Context: an optimization exercise on an open-source flow, tuned for small area, a short achievable clock period and few clock cycles per item. The choices shown serve that exercise and are no tape-out recipe. Only simulation tests tie the RTL to the original design; equivalence was not proved.

==> flow/design.v (outline; a module is shown in full before it is edited, if it fits) <==
// module iirt_seq: 92 lines
// module iirt_datapath: 4740 lines
// module iir_filter_transposed_df2: 48 lines
module iir_filter_transposed_df2
#(
  parameter int unsigned TAPS = 4
) (
  input  logic                clk_i,
  input  logic                rst_ni,
  input  logic                s_tvalid_i,
  output logic                s_tready_o,
  input  logic signed [15:0]  s_tdata_i,    
  output logic                m_tvalid_o,
  input  logic                m_tready_i,
  output logic signed [15:0]  m_tdata_o,    
  input  logic                cfg_we_i,
  input  logic [2:0]          cfg_idx_i,
  input  logic signed [17:0]  cfg_data_i
);
  // ...
==> flow/flow/run.sh <==
#!/bin/bash
# Layout flow: the standard flow, with one netlist step between synthesis
# and floorplan: flow/fapol.py builds full adders on complemented inputs where
# that removes inverters between them (a full adder is self-dual), which the
# adder extraction of the standard synthesis leaves behind.
set -euo pipefail
here=$(pwd)
res=$here/orfs/results/${FLOW_PLATFORM}/iir_filter_transposed_df2/base
bash standard.sh synth > "$here/synth.log" 2>&1
cp "$res/1_2_yosys.v" "$here/1_2_yosys.orig.v"
python3 flow/fapol.py "$here/1_2_yosys.orig.v" "$res/1_2_yosys.v" > "$here/fapol.log" 2>&1
touch "$res/1_2_yosys.v"
bash standard.sh > "$here/layout.log" 2>&1
==> flow/flow/fapol.py <==
#!/usr/bin/env python3
"""Polarity optimisation of full adders in a flat gate-level Verilog netlist.

A full adder is self-dual: FA(~a, ~b, ~c) = (~sum, ~cout). Yosys's adder
extraction leaves many inverters between full adders. This script chooses,
for each full adder, whether to build it on the complemented inputs (which
complements its outputs), so that as few inverters as possible are needed,
then rewrites the netlist with one inverter per net that is needed in the
other polarity.

usage: fapol.py IN.v OUT.v
"""

import re
import sys

INV_RE = re.compile(r"^sky130_fd_sc_hd__(clk)?inv_\d+$")
FA_RE = re.compile(r"^sky130_fd_sc_hd__fa_\d+$")
OUTPINS = {"X", "Y", "Q", "Q_N", "SUM", "COUT", "HI", "LO"}


def parse(text):
    m = re.search(r"\bmodule\s+(\S+)\s*\((.*?)\);(.*)\bendmodule", text, re.S)
    name, ports, body = m.group(1), m.group(2), m.group(3)
    stmts = []
    pos = 0
    # split body into statements ending with ';'
    for s in re.finditer(r"(.*?);", body, re.S):
        stmts.append(s.group(1).strip())
    return name, ports, stmts


def main():
    src, dst = sys.argv[1], sys.argv[2]
    text = open(src).read()
    modname, ports, stmts = parse(text)
    port_names = set(re.findall(r"[A-Za-z_][A-Za-z0-9_]*", ports))
    ports_re = re.compile(r"^(" + "|".join(sorted(port_names)) + r")\b")
    decls, assigns, insts = [], [], []
    cell_re = re.compile(r"^(\S+)\s+(\S+)\s*\((.*)\)$", re.S)
    pin_re = re.compile(r"\.(\w+)\s*\(\s*(.*?)\s*\)\s*(?:,|$)", re.S)
    for s in stmts:
        if not s:
            continue
        w = s.split(None, 1)[0]
        if w in ("input", "output", "wire", "inout", "reg"):
            decls.append(s)
        elif w == "assign":
            assigns.append(s)
        else:
            m = cell_re.match(s)
            if not m:
                raise SystemExit("cannot parse: " + s[:200])
            typ, nm, body = m.group(1), m.group(2), m.group(3)
            pins = [(p, n.strip()) for p, n in pin_re.findall(body)]
            insts.append([typ, nm, pins])

    if assigns:
        sys.stderr.write("fapol: netlist has assign statements, left as it is\n")
        open(dst, "w").write(text)
        return
    inv = {}      # inverter name -> (a, y)
    driver = {}   # net -> inst name
    for typ, nm, pins in insts:
        for p, n in pins:
            if p in OUTPINS:
                driver[n] = nm
        if INV_RE.match(typ):
            d = dict(pins)
            inv[nm] = (d["A"], d["Y"])
    inv_out = {y: a for (a, y) in inv.values()}

    def root(n):
        par = 0
        seen = 0
        while n in inv_out and seen < 100:
            n = inv_out[n]
            par ^= 1
            seen += 1
        return n, par

    # nets read by assigns count as consumers that need the literal as is
    assign_reads = []
    for a in assigns:
        m = re.match(r"assign\s+(.*?)\s*=\s*(.*)$", a, re.S)
        assign_reads.append(m.group(2).strip())

    fa_names = [nm for typ, nm, pins in insts if FA_RE.match(typ)]
    flip = {nm: 0 for nm in fa_names}
    inst_by = {nm: (typ, pins) for typ, nm, pins in insts}
    # consumer list: (inst, pin index, root, parity)
    uses = {}     # root -> list of [inst, pin, parity]
    for typ, nm, pins in insts:
        if nm in inv:
            continue
        for p, n in pins:
            if p in OUTPINS:
                continue
            r, par = root(n)
            uses.setdefault(r, []).append([nm, p, par])
    for n in assign_reads:
        r, par = root(n)
        if par:
            uses.setdefault(r, []).append(["<assign>", n, par])

    def phys(r):
        d = driver.get(r)
        return flip.get(d, 0) if d is not None else 0

    def need(u):
        # physical polarity the consumer needs on root r
        nm, p, par = u
        return par ^ flip.get(nm, 0)

    def cost_root(r):
        ph = phys(r)
        return 1 if any(need(u) != ph for u in uses.get(r, [])) else 0

    fa_in = {}
    fa_out = {}
    for nm in fa_names:
        typ, pins = inst_by[nm]
        d = dict(pins)
        fa_in[nm] = [root(d[p])[0] for p in ("A", "B", "CIN")]
        fa_out[nm] = [d[p] for p in ("SUM", "COUT") if p in d]

    before = sum(cost_root(r) for r in uses)
    touched = {nm: set(fa_in[nm]) | set(fa_out[nm]) for nm in fa_names}

    def local(order, accept_equal):
        improved = True
        it = 0
        while improved and it < 50:
            improved = False
            it += 1
            for nm in order:
                c0 = sum(cost_root(r) for r in touched[nm])
                flip[nm] ^= 1
                c1 = sum(cost_root(r) for r in touched[nm])
                if c1 < c0:
                    improved = True
                elif c1 == c0 and accept_equal and rng.random() < 0.5:
                    pass
                else:
                    flip[nm] ^= 1

    import random
    rng = random.Random(1)
    local(fa_names, False)
    best = dict(flip)
    best_cost = sum(cost_root(r) for r in uses)
    for rnd in range(int(sys.argv[3]) if len(sys.argv) > 3 else 20):
        order = list(fa_names)
        rng.shuffle(order)
        local(order, True)
        local(order, False)
        c = sum(cost_root(r) for r in uses)
        if c < best_cost:
            best_cost = c
            best = dict(flip)
        else:
            flip.clear()
            flip.update(best)
    flip.clear()
    flip.update(best)
    after = sum(cost_root(r) for r in uses)
    sys.stderr.write(f"fapol: {len(inv)} inverters before, {before} needed as is, "
                     f"{after} after flipping {sum(flip.values())} of {len(fa_names)} full adders\n")

    # rewrite. Inverter trees on nets that no full adder drives are kept as
    # they are (they may be sized or split for fanout); a flipped full adder
    # that needs the other polarity of such a net takes an existing inverter
    # output, or a new inverter. Inverters on full adder outputs are rebuilt:
    # one per net that is needed in the other polarity.
    fa_set = set(fa_names)

    def fa_driven(r):
        return driver.get(r) in fa_set

    inv_tree = {}   # non-FA root -> list of nets with parity 1
    for nm, (a, y) in inv.items():
        r, par = root(y)
        if par == 1:
            inv_tree.setdefault(r, []).append(y)
    newinv = {}
    k = 0

    def newinv_for(r):
        nonlocal k
        if r not in newinv:
            k += 1
            newinv[r] = f"_fapol_n{k}_"
        return newinv[r]

    out_insts = []
    for typ, nm, pins in insts:
        if nm in inv:
            a, y = inv[nm]
            if fa_driven(root(a)[0]):
                continue
        newpins = []
        for p, n in pins:
            if p in OUTPINS or nm in inv:
                newpins.append((p, n))
                continue
            r, par = root(n)
            want = par ^ flip.get(nm, 0)
            if fa_driven(r):
                newpins.append((p, r if want == phys(r) else newinv_for(r)))
            elif want == par:
                newpins.append((p, n))
            elif want == 0:
                newpins.append((p, r))
            elif inv_tree.get(r):
                newpins.append((p, inv_tree[r][0]))
            else:
                newpins.append((p, newinv_for(r)))
        out_insts.append((typ, nm, newpins))
    # drop kept inverters that no longer drive anything
    while True:
        used = set()
        for typ, nm, pins in out_insts:
            for p, n in pins:
                if p not in OUTPINS:
                    used.add(n)
        keep = []
        dropped = 0
        for t in out_insts:
            typ, nm, pins = t
            if nm in inv and dict(pins)["Y"] not in used and not any(
                    ports_re.search(dict(pins)["Y"]) for _ in [0]):
                dropped += 1
                continue
            keep.append(t)
        out_insts = keep
        if not dropped:
            break
    new_assigns = [a for a in assigns]
    for i, (r, n) in enumerate(newinv.items()):
        out_insts.append(("sky130_fd_sc_hd__inv_1", f"_fapol_i{i}_", [("A", r), ("Y", n)]))
    # an inverter that is the only load of an xor2 becomes part of it (xnor2)
    swap = {"xor2": "xnor2", "xnor2": "xor2"}
    drv_i = {}
    nload = {}
    for idx, (typ, nm, pins) in enumerate(out_insts):
        for p, n in pins:
            if p in OUTPINS:
                drv_i[n] = idx
            else:
                nload[n] = nload.get(n, 0) + 1
    dead = set()
    merged = 0
    for idx, (typ, nm, pins) in enumerate(out_insts):
        if not INV_RE.match(typ):
            continue
        d = dict(pins)
        a, y = d["A"], d["Y"]
        j = drv_i.get(a)
        if j is None or nload.get(a, 0) != 1 or ports_re.search(a) or j in dead:
            continue
        dtyp, dnm, dpins = out_insts[j]
        m = re.match(r"^sky130_fd_sc_hd__(xor2|xnor2)_(\d+)$", dtyp)
        if not m:
            continue
        opin = "Y" if swap[m.group(1)] == "xnor2" else "X"
        out_insts[j] = (f"sky130_fd_sc_hd__{swap[m.group(1)]}_{m.group(2)}", dnm,
                        [(opin, y) if p in OUTPINS else (p, n) for p, n in dpins])
        dead.add(idx)
        merged += 1
    out_insts = [t for k2, t in enumerate(out_insts) if k2 not in dead]
    sys.stderr.write(f"fapol: {merged} inverters merged into xor2/xnor2\n")
    with open(dst, "w") as f:
        f.write(f"module {modname}({ports});\n")
        for d in decls:
            f.write(f"  {d} ;\n")
        for r, n in newinv.items():
            f.write(f"  wire {n} ;\n")
        for a in new_assigns:
            f.write(f"  {a} ;\n")
        for typ, nm, pins in out_insts:
            body = ",\n    ".join(f".{p}({n} )" for p, n in pins)
            f.write(f"  {typ} {nm} (\n    {body}\n  );\n")
        f.write("endmodule\n")
    sys.stderr.write(f"fapol: wrote {len(newinv)} inverters\n")


main()
==> flow/standard.sh <==
#!/bin/bash
# synth_recipe.tcl (not shown) runs the flow's synth.tcl, then flattens the netlist and writes it again
# the make line also repeats each setting of config.mk as NAME=value (left out here)
make -C /OpenROAD-flow-scripts/flow DESIGN_CONFIG=/design/flow/config.mk WORK_HOME=/design/flow/orfs CLKGATE_MAP_FILE= SYNTH_SCRIPT=/design/flow/synth_recipe.tcl "${@:-finish}"
==> flow/config.mk <==
export PLATFORM = sky130hd
export DESIGN_NAME = iir_filter_transposed_df2
export DESIGN_NICKNAME = iir_filter_transposed_df2
export VERILOG_FILES = /design/flow/design.v
export SDC_FILE = /design/flow/constraint.sdc
export NUM_CORES = 4
export LEC_CHECK = 0
export ABC_AREA = 1
export CAP_MARGIN = 20
export CORE_MARGIN = 2
export CORE_UTILIZATION = 40
export PLACE_DENSITY = 0.6
export SETUP_SLACK_MARGIN = 4
export SLEW_MARGIN = 20
==> flow/constraint.sdc <==
create_clock -name core_clock -period 9.0 [get_ports {clk_i}]
set_input_delay 1.8000 -clock core_clock [delete_from_list [all_inputs] [get_ports {clk_i}]]
set_output_delay 1.8000 -clock core_clock [all_outputs]
set_load 0.01 [all_outputs]
==> impl_results.md, run 1 <==
* Dpl cell area at 0.0695 mm2
* Status: finished clean
* Share of cells above drive strength 1 at 0.143
* Clock Latency Late Sink at 700 ps
* Setup bufs post-CTS at 162
* Post-route setup slack at 3510 ps
* Highest Signal Layer: met5
* Core Box Area at 0.167 mm2
* GR Util met1 at 0.429
* Routed wire per std cell at about 30 um
* Cell count of the worst reg-to-reg path at 25
* Die area at 0.171 mm2
* Min-delay src: u_datapath.w2c_q[0]
* Cells after DPL at 8,797
* Worst Hold Path Cells at 2
* Most common cell after layout, fill and taps aside: fa_1
* Slew @ Worst Pin at 1240 ps
* Slowest-stage cell, CP: fa_1
* Multi-input gate area at 0.0480 mm2
* Clock transition at the registers of the reported paths at 60 ps
* PostCTS Resize Cnt at 337
* Max Root-Sink Buffers at 3
* Setup slack at placement at 2830 ps
* Met2 wire len at 117 mm
* Most frequent cells in the layout: 967 x fa_1, 957 x xor2_1, 895 x o22ai_1
* Layout Cells excl Fill at 9,199
* Register share of the cell area at 0.201
* Hold Crit Class: flip-flop to flip-flop
* Final Cycle Share at 0.610
* Vias in the first global route at 55,902
* Mean Syn Cell Area at 9.66 um2
* Ports at 60
* Sequential cell area at 0.0153 mm2
* Layout Skew at approximately 27 ps
* Initial antenna violation count at 19
* Largest class: multi-input combinational cells
Testbench counts, summed over its fixed seeds: cycles 8,096, items 8,000.
==> inputs of run 2 (changes only) <==
--- a/flow/config.mk
+++ b/flow/config.mk
@@ -9,6 +9,7 @@
 export CAP_MARGIN = 20
 export CORE_MARGIN = 2
 export CORE_UTILIZATION = 40
+export CTS_BUF_LIST = sky130_fd_sc_hd__clkbuf_8
 export PLACE_DENSITY = 0.6
-export SETUP_SLACK_MARGIN = 4
+export SETUP_SLACK_MARGIN = 3.5
 export SLEW_MARGIN = 20
==> impl_results.md, run 2 <==
* Cell count of the worst reg-to-reg path at 24 (-4.0%)
* Critical setup path kind: flip-flop to flip-flop
* Worst reg-to-reg setup slack at ~3400 ps
* Slowest stage delay, CP at 580 ps
* Ports at 60 (unchanged)
* Mean Syn Cell Area at 9.66 um2 (unchanged)
* Multi-input gate area at 0.0478 mm2 (-0.42%)
* Vias in the first global route at 55,040 (-1.5%)
* Crit-path max FO at 6
* Slowest-stage cell, CP: fa_1
* Layout Skew at 54.6 ps (+28.1 ps)
* Post-DP HPWL at 204 mm
* Worst R2R End: u_datapath.y_q[8]
* Cells after synthesis at 6,937
* Fill cells at 15,897
* Status: finished clean
* Final Cycle Share at 0.620 (+0.00962)
* Launch point of the worst reg-to-reg path: u_datapath.a1_two[2]
* Post-Route WL at around 280 mm
* WHS Endpoint: u_datapath.w2c_q[0]
* Synth-to-layout area growth at 11.3%
* Routed wire per std cell at 30.1 um (-1.3%)
* RePlAce Congestion at 0.991
* Core Box Area at 0.167 mm2 (unchanged)
* GRT Overall Usage at 0.323
* Critical Path RT at 9700 ps
* Vias at approximately 55,000
* Hold WS at 481 ps
* Syn nets at approximately 8,200
* Final hold viol count at 0
* Min-delay src: u_datapath.w2c_q[0]
* RSZ-0062 raised after global routing: yes
* Clock transition at the registers of the reported paths at 60 ps (about the same)
* Nets at a little over 8,000
* CTS root buf: clkbuf_8
* H-tree levels at 3
* Die area at 0.171 mm2 (unchanged)
* Max Freq at 179 MHz
* Sequential cell area at 0.0152 mm2 (-0.27%)
* Total gr overflow at 0
* CTS tree: yes
* Most frequent cells in the layout: 997 x fa_1, 973 x xor2_1, 915 x o22ai_1
* Most common cell after layout, fill and taps aside: fa_1
* Crit-path most repeated cell: fa_1
* Initial DRC count at 7,053
* Mapped Area at about 0.067 mm2
* Initial Utilization at 0.402
* Final setup violation count at 0
* Layout Utilization at 0.447
* Port Buffers at 59
* Hold Crit Class: flip-flop to flip-flop
* Max Cap Violations at 0
* Setup TNS at 0 ps
* First-pass GRT wire length at approximately 400 mm
* CP cell instances: clkinvlp_4, buf_4, o22ai_2, xor2_2, fa_1, inv_1, fa_1, fa_1, fa_1, fa_1, ha_4, nand2_1, nand2_1, a21oi_2, nand2_2, a21oi_2, nand2_4, inv_4, nand2_4, nand2_4, nand3_4, clkbuf_16, nand3_4, o21ai_1
* Max-slew violations at 0
* Die width at between 400 and 500 um
* # rows at 150
* Slew @ Worst Pin at 1160 ps (-82.7 ps)
* Sink Count at approximately 580
* Drt first pass iters at 8
* Startpoint types: flip-flop
* Cts bufs inserted at about 110
* Slew headroom at 0.225
* DRT antenna net count at 0
* Die height at 413 um
* Share of cells above drive strength 1 at 0.120 (-0.0232)
* Initial antenna violation count at 19 (unchanged)
* Yosys warnings at 2
* Clock Latency Late Sink at 880 ps (+180 ps)
* Worst setup EP type: flip-flop
* Via/cell ratio at between 5 and 6
* Pin count of the biggest net entering global routing at approximately 130
* Max Root-Sink Buffers at 3 (unchanged)
* CP Data Arrival Time at 6280 ps
* # DRC at 0
* Worst Hold Path Cells at 2 (unchanged)
* Hold Buf Count CTS at 0
* Shortest clock period the worst path allows after layout at 5580 ps
==> run 2: how the worst max path moves through the flow <==
stage	startpoint	slack (ps)	end
2_1_floorplan	u_datapath.y_q[0]	3710	u_datapath.y_q[7]
3_3_place_gp	u_datapath.y_q[15]	2480	u_datapath.y_q[3]
3_5_place_dp	u_datapath.y_q[15]	2430	u_datapath.y_q[2]
4_1_cts	u_datapath.a1_one[1]	3490	u_datapath.y_q[2]
5_1_grt	u_datapath.a1_two[2]	3300	u_datapath.y_q[3]
6_report	u_datapath.a1_two[2]	3420	u_datapath.y_q[8]
==> run 2: layout make-up <==
cell class,instances,area share
timing repair buffer,330,0.0400
multi-input combinational,4964,0.640
antenna,11,0.000369
tap,2204,0.0370
clock inverter,79,0.00733
inverter,889,0.0472
timing repair inverter,1,0.0000671
sequential,575,0.204
clock buffer,127,0.0234
==> run 2: metrics by stage <==
step | worst slack [ps] | cell area (um2) | instances
finish | 3420 | 74600 | 9180
global route | 3300 | 74600 | 9173
CTS | 3490 | 73000 | 9095
detailed placement | 2430 | 69300 | 8792
global placement | 2480 | 69300 | 8792
floorplan | 3710 | 67000 | 6937
==> run 2: metal layers <==
metal / routed length [um] / vias to the layer above / GRT usage
met5: 119 / - / 0
met4: 20700 / 16 / 0.196
met3: 33200 / 760 / 0.0972
met2: 115000 / 3508 / 0.457
met1: 107000 / 27811 / 0.435
li1: - / 22680 / -
==> run 2: timing repair <==
| item | CTS | global route |
|---|---|---|
| gates cloned | 1 | 2 |
| endpoints found under the setup margin | 61 | 46 |
| pin swaps | 27 | 109 |
| hold endpoints to repair | 0 | 0 |
| resized for setup | 132 | 230 |
| setup buffers | 96 | 72 |
==> run 2: worst max-delay path, delay by kind of cell (launching register included) <==
kind	cells	cell delay (ps)
fa+ha+maj	6	2790
flops	1	410
xor+xnor	1	120
buf+inv	5	780
compound gates	4	600
simple gates	8	700
==> inputs of run 3 (changes only) <==
--- a/flow/flow/run.sh
+++ b/flow/flow/run.sh
@@ -2,7 +2,8 @@
 # Layout flow: the standard flow, with one netlist step between synthesis
 # and floorplan: flow/fapol.py builds full adders on complemented inputs where
 # that removes inverters between them (a full adder is self-dual), which the
-# adder extraction of the standard synthesis leaves behind.
+# adder extraction of the standard synthesis leaves behind, and folds an
+# inverter that is the only load of an xor2 into it (xnor2).
 set -euo pipefail
 here=$(pwd)
 res=$here/orfs/results/${FLOW_PLATFORM}/iir_filter_transposed_df2/base
--- a/flow/flow/fapol.py
+++ b/flow/flow/fapol.py
@@ -6,7 +6,8 @@
 for each full adder, whether to build it on the complemented inputs (which
 complements its outputs), so that as few inverters as possible are needed,
 then rewrites the netlist with one inverter per net that is needed in the
-other polarity.
+other polarity. An inverter that is the only load of an xor2 (xnor2) is
+folded into it as an xnor2 (xor2).
 
 usage: fapol.py IN.v OUT.v
 """
--- a/flow/config.mk
+++ b/flow/config.mk
@@ -8,8 +8,7 @@
 export ABC_AREA = 1
 export CAP_MARGIN = 20
 export CORE_MARGIN = 2
-export CORE_UTILIZATION = 40
-export CTS_BUF_LIST = sky130_fd_sc_hd__clkbuf_8
-export PLACE_DENSITY = 0.6
+export CORE_UTILIZATION = 60
+export PLACE_DENSITY = 0.75
 export SETUP_SLACK_MARGIN = 3.5
 export SLEW_MARGIN = 20
==> impl_results.md, run 3 <==
* Vias in the first global route at 56,329 (+2.3%)
* First-pass GRT wire length at 374 mm (-5.8%)
* CP Data Arrival Time at 6070 ps (-210 ps)
* Cts bufs inserted at 72 (-34%)
* Post-route setup slack at 3430 ps (+14.6 ps)
* Critical Path RT at 9510 ps (-190 ps)
* Via/cell ratio at 6.74 (+13%)
* # rows at 122 (-19%)
* Shortest clock period the worst path allows after layout at 5570 ps (-14.6 ps)
* Critical setup path kind: flip-flop to flip-flop
* Routed wire per std cell at 30.7 um (+2.2%)
* Worst setup EP type: flip-flop
* Hold WS at 479 ps (-1.36 ps)
* Initial antenna violation count at 15 (-4)
* # DRC at 0 (unchanged)
* Nets at 8,024 (-1.3%)
* Most frequent cells in the layout: 1,020 x fa_1, 979 x xor2_1, 935 x o22ai_1
* CTS root buf: clkbuf_16
* Dpl cell area at 0.0682 mm2 (-1.5%)
* Drt first pass iters at 12 (+4)
* Startpoint types: flip-flop
* Ports at 60 (unchanged)
* Clock transition at the registers of the reported paths at 60 ps (about the same)
* RSZ-0062 raised after global routing: yes
* Synth-to-layout area growth at 8.84%
* Max-slew violations at 0 (unchanged)
* Crit-path max FO at 13 (+7)
* Total gr overflow at 0 (unchanged)
* Initial Utilization at 0.605 (+0.204)
* Setup slack at placement at 2670 ps (+246 ps)
* Final setup violation count at 0 (unchanged)
* Mean Syn Cell Area at 9.66 um2 (unchanged)
* Setup TNS at 0 ps (unchanged)
* Cells after synthesis at 6,937 (unchanged)
* Design Area, Final at 0.0729 mm2 (-2.2%)
* Final hold viol count at 0 (unchanged)
* Die height at 338 um (-18%)
* Hold Buf Count CTS at 0 (unchanged)
* Post-DP HPWL at 185 mm (-9.3%)
* RePlAce Congestion at 1.04 (+5.4%)
* CTS tree: yes
* Fill cells at 8,690 (-45%)
* Die area at 0.114 mm2 (-33%)
* Core Box Area at 0.111 mm2 (-34%)
* Vias at 56,127 (+2.5%)
* Max Cap Violations at 0 (unchanged)
* GRT Overall Usage at 0.446 (+0.123)
* Most common cell after layout, fill and taps aside: fa_1
* Port Buffers at 59 (unchanged)
* Slew @ Worst Pin at 1240 ps (+82.4 ps)
* Slew headroom at 0.168 (-0.0571)
* DRT antenna net count at 0 (unchanged)
* Clock Latency Late Sink at 680 ps (-200 ps)
* Max Root-Sink Buffers at 3 (unchanged)
* H-tree levels at 3 (unchanged)
* Status: finished clean
* Share of cells above drive strength 1 at 0.0953 (-0.0248)
* Syn nets at 8,195 (unchanged)
* Initial DRC count at 9,046 (+28%)
* Post-Route WL at 256 mm (-7.3%)
* Pin count of the biggest net entering global routing at 110 (-13%)
* Layout Skew at 50.5 ps (-4.15 ps)
* Mapped Area at 0.0670 mm2 (unchanged)
* Die width at 338 um (-18%)
* Sink Count at 575 (unchanged)
* Max Freq at 180 MHz (+0.26%)
* Final Cycle Share at 0.618 (-0.00162)
* Yosys warnings at 2 (unchanged)
* Hold Crit Class: flip-flop to flip-flop
==> run 3: per-layer routing <==
layer	track usage	wire length, um	up-vias
met2	0.635	106000	4804
li1	-	-	22485
met4	0.273	21300	18
met5	0	171	-
met1	0.568	88900	27601
met3	0.185	39600	1219
==> run 3: critical path, cell delays in order, from the launching register on <==
cell,delay (ps)
dfrtp_4,680
inv_2,240
xor2_1,240
fa_1,500
fa_1,540
fa_1,460
fa_1,450
fa_1,580
ha_4,350
nand2_1,100
nor2_1,150
nand2_1,110
nor3_2,110
nand2_1,110
nand2_4,140
nand3_2,110
nand2_4,120
nand3_4,180
nand3_1,150
o21ai_0,90
==> run 3: through the flow <==
stage / instances / util
CTS: 8261 / 0.650
global placement: 8050 / 0.616
finish: 8330 / 0.659
floorplan: 6937 / -
global route: 8317 / 0.659
detailed placement: 8050 / 0.616
==> run 3: repair_timing <==
item / 4_1_cts / 5_1_grt
gates resized for setup: 151 / 123
buffers inserted: 75 / 48
endpoints found under the setup margin: 64 / 132
gates cloned: 4 / 2
pin swaps: 16 / 29
==> run 3: path summary, 6_finish.rpt <==
check / cells after the start / slack [ps] / from / to
min in group asynchronous: 1 / 1090 / rst_ni / u_datapath.b0_one[0]
setup / recovery: 19 / 3430 / u_datapath.a1_neg[3] / u_datapath.y_q[4]
hold reg to reg: 2 / 480 / u_seq.dirty_q / u_seq.dirty_q
max in group asynchronous: 3 / 5920 / rst_ni / u_datapath.a2_neg[4]
hold / removal: 2 / 480 / u_seq.dirty_q / u_seq.dirty_q
setup reg to reg: 19 / 3430 / u_datapath.a1_neg[3] / u_datapath.y_q[4]
==> run 3: layout make-up <==
class,instances,area [um2],share of cell area
Timing Repair Buffer,259,2380,0.0327
Tap cell,1488,1860,0.0255
Clock inverter,37,412,0.00564
Timing Repair inverter,4,27.5,0.000377
Clock buffer,95,2000,0.0274
Antenna cell,18,45.0,0.000618
Multi-Input combinational cell,4965,47400,0.650
Inverter,889,3550,0.0487
Sequential cell,575,15200,0.209
==> inputs of run 4 (changes only) <==
--- a/flow/config.mk
+++ b/flow/config.mk
@@ -8,7 +8,8 @@
 export ABC_AREA = 1
 export CAP_MARGIN = 20
 export CORE_MARGIN = 2
-export CORE_UTILIZATION = 60
-export PLACE_DENSITY = 0.75
+export CORE_UTILIZATION = 55
+export CTS_BUF_LIST = sky130_fd_sc_hd__clkbuf_8
+export PLACE_DENSITY = 0.7
 export SETUP_SLACK_MARGIN = 3.5
 export SLEW_MARGIN = 20
==> impl_results.md, run 4 <==
* Post-DP HPWL at 196 mm (+6.2%)
* Most frequent cells in the layout: 988 x fa_1, 969 x xor2_1, 913 x o22ai_1
* Initial DRC count at 8,022 (-11%)
* Critical Path RT at 9660 ps (+150 ps)
* Fill cells at 10,352 (+19%)
* Layout Cells excl Fill at 8,524 (+2.3%)
* Status: finished clean
* Vias in the first global route at 56,032 (-0.53%)
* Initial Utilization at 0.552 (-0.0535)
* RePlAce Congestion at 1.06 (+1.9%)
* Slew headroom at 0.202 (+0.0337)
* Sink Count at 575 (unchanged)
* Max Root-Sink Buffers at 3 (unchanged)
* Syn nets at 8,195 (unchanged)
* Ports at 60 (unchanged)
* Routed wire per std cell at 31.4 um (+2.3%)
* Share of cells above drive strength 1 at 0.112 (+0.0168)
* GRT Overall Usage at 0.431 (-0.0154)
* Slowest stage delay, CP at 570 ps (-110 ps)
* Die area at 0.125 mm2 (+9.0%)
* Max Freq at 180 MHz (+0.29%)
* Cell count of the worst reg-to-reg path at 22 (+3)
* Initial antenna violation count at 21 (+6)
* Most common cell after layout, fill and taps aside: fa_1
* RSZ-0062 raised after global routing: yes
* Layout Utilization at 0.604 (-0.0552)
* Die width at 353 um (+4.4%)
* Clock Latency Late Sink at 880 ps (+200 ps)
* CTS root buf: clkbuf_8
* Slowest-stage cell, CP: fa_1
* Total gr overflow at 0 (unchanged)
* Final hold viol count at 0 (unchanged)
* Post-Route WL at 268 mm (+4.7%)
* Mapped Area at 0.0670 mm2 (unchanged)
* Crit-path most repeated cell: fa_1
* Multi-input gate area at 0.0478 mm2 (+0.76%)
* Port Buffers at 59 (unchanged)
* Drt first pass iters at 6 (-6)
* CTS tree: yes
* Final setup violation count at 0 (unchanged)
* Clock transition at the registers of the reported paths at 70 ps (about the same)
* # rows at 128 (+4.9%)
* Final Cycle Share at 0.617 (-0.00181)
* CP cell instances: clkinvlp_4, buf_4, o22ai_2, xor2_1, fa_1, fa_2, fa_1, fa_1, fa_1, ha_4, nand2_4, nor2_4, inv_2, nor3_2, nand2_1, nand2_2, inv_2, nand2_4, nand3_4, buf_12, nand3_2, o21ai_0
* Max-slew violations at 0 (unchanged)
* First-pass GRT wire length at 389 mm (+4.0%)
* Max Cap Violations at 0 (unchanged)
* Vias at 55,174 (-1.7%)
* Nets at 8,055 (+0.39%)
* Cells after synthesis at 6,937 (unchanged)
* Setup TNS at 0 ps (unchanged)
* Synth-to-layout area growth at 9.39%
* Critical setup path kind: flip-flop to flip-flop
* Layout Skew at 68.8 ps (+18.3 ps)
* Cells after DPL at 8,202 (+1.9%)
* Crit-path max FO at 8 (-5)
* DRT antenna net count at 0 (unchanged)
* Hold Crit Class: flip-flop to flip-flop
* Shortest clock period the worst path allows after layout at 5550 ps (-16.3 ps)
* Worst Hold Path Cells at 2 (unchanged)
* Mean Syn Cell Area at 9.66 um2 (unchanged)
* Startpoint types: flip-flop
* # DRC at 0 (unchanged)
* Yosys warnings at 2 (unchanged)
* H-tree levels at 3 (unchanged)
* Via/cell ratio at 6.47 (-3.9%)
* Core Box Area at 0.121 mm2 (+9.7%)
* Pin count of the biggest net entering global routing at 131 (+19%)
* Slew @ Worst Pin at 1190 ps (-47.3 ps)
* Cts bufs inserted at 108 (+50%)
* Worst setup EP type: flip-flop
* Die height at 353 um (+4.4%)
* Sequential cell area at 0.0152 mm2 (about the same)
* CP Data Arrival Time at 6210 ps (+140 ps)
-- run 4: path summary, 6_finish.rpt --
path | start | endpoint | slack (ps)
setup / recovery | u_datapath.a1_one[1] | u_datapath.y_q[5] | 3450
hold / removal | u_datapath.w2c_q[0] | u_datapath.w2c_q[0] | 480
setup reg to reg | u_datapath.a1_one[1] | u_datapath.y_q[5] | 3450
hold reg to reg | u_datapath.w2c_q[0] | u_datapath.w2c_q[0] | 480
max in group asynchronous | rst_ni | u_datapath.a3_two[3] | 6220
min in group asynchronous | rst_ni | u_datapath.w1c_q[18] | 950
-- run 4: per-stage QoR --
| step | setup WS, ps | hold slack [ps] | area [um2] |
|---|---|---|---|
| final | 3450 | 479 | 73300 |
| after global routing | 3350 | 513 | 73300 |
| after CTS | 3500 | 476 | 72000 |
| after detailed placement | 2770 | 461 | 68500 |
| after global placement | 2840 | 457 | 68500 |
| after floorplan | 3710 | 423 | 67000 |
-- run 4: final cells by class --
type                    count  share of cell area
multi-input cells        4964               0.652
flip-flops and latches    575               0.208
inverters                 889              0.0480
repair buffers            255              0.0322
well taps                1625              0.0277
clock buffers             126              0.0237
clock inverters            78             0.00831
repair inverters            4            0.000410
diodes                      8            0.000273
-- run 4: timing repair --
item,in CTS,in global routing
cloned,4,1
setup endpoints to repair,63,56
pin swaps,19,108
gates resized for setup,146,225
setup buffers,69,36
hold buffers,0,0
-- run 4: metal layers --
layer | wire [um] | global-route usage
met1 | 95500 | 0.548
met2 | 111000 | 0.608
met3 | 36500 | 0.162
met4 | 24300 | 0.301
met5 | 284 | 0.00642
-- run 4: worst max-delay path, delay by kind of cell, from the launching register on --
kind                     cells  cell delay [ps]
adder cells (fa/ha/maj)      6             2800
AND/OR/NAND/NOR              8              950
buffers and inverters        5              690
flip-flops                   1              420
AO/OA/AOI/OAI                2              270
XOR/XNOR                     1              210

port drivers added, routing unchanged:
How much do the figures lean on ideal ports? The routed layouts below were timed once more, with nothing changed but the port constraints.
Step 1, drivers: a clkbuf_16 drives clk_i and a buf_2 each remaining input, both assumed.
Step 2 moves the port delays by t, midway between the first and last clock arrival at a register: inputs arrive t later, outputs are due t later. That takes back most of the time a late clock gives input paths.
a / b / c = ideal / step 1 / step 2; a / b = the first two.
run	shift t [ns]	setup WS [ns]	latest minus earliest clock arrival (ns)	worst register clock-pin slew, ns	pins driven straight from the clock port
run 1	0.774	3.507 / 3.507 / 3.507	0.028 / 0.028	0.07 / 0.07	1
run 2	0.941	3.420 / 3.420 / 3.216	0.055 / 0.054	0.08 / 0.08	1
run 3	0.726	3.434 / 3.434 / 3.010	0.051 / 0.051	0.07 / 0.07	1
run 4	0.917	3.451 / 3.451 / 3.451	0.070 / 0.069	0.08 / 0.08	1
After both steps setup and hold are still met in every run listed. For run 3, which loses most, drivers alone change the setup slack by 0.000 ns; drivers and shift together by -0.424 ns.
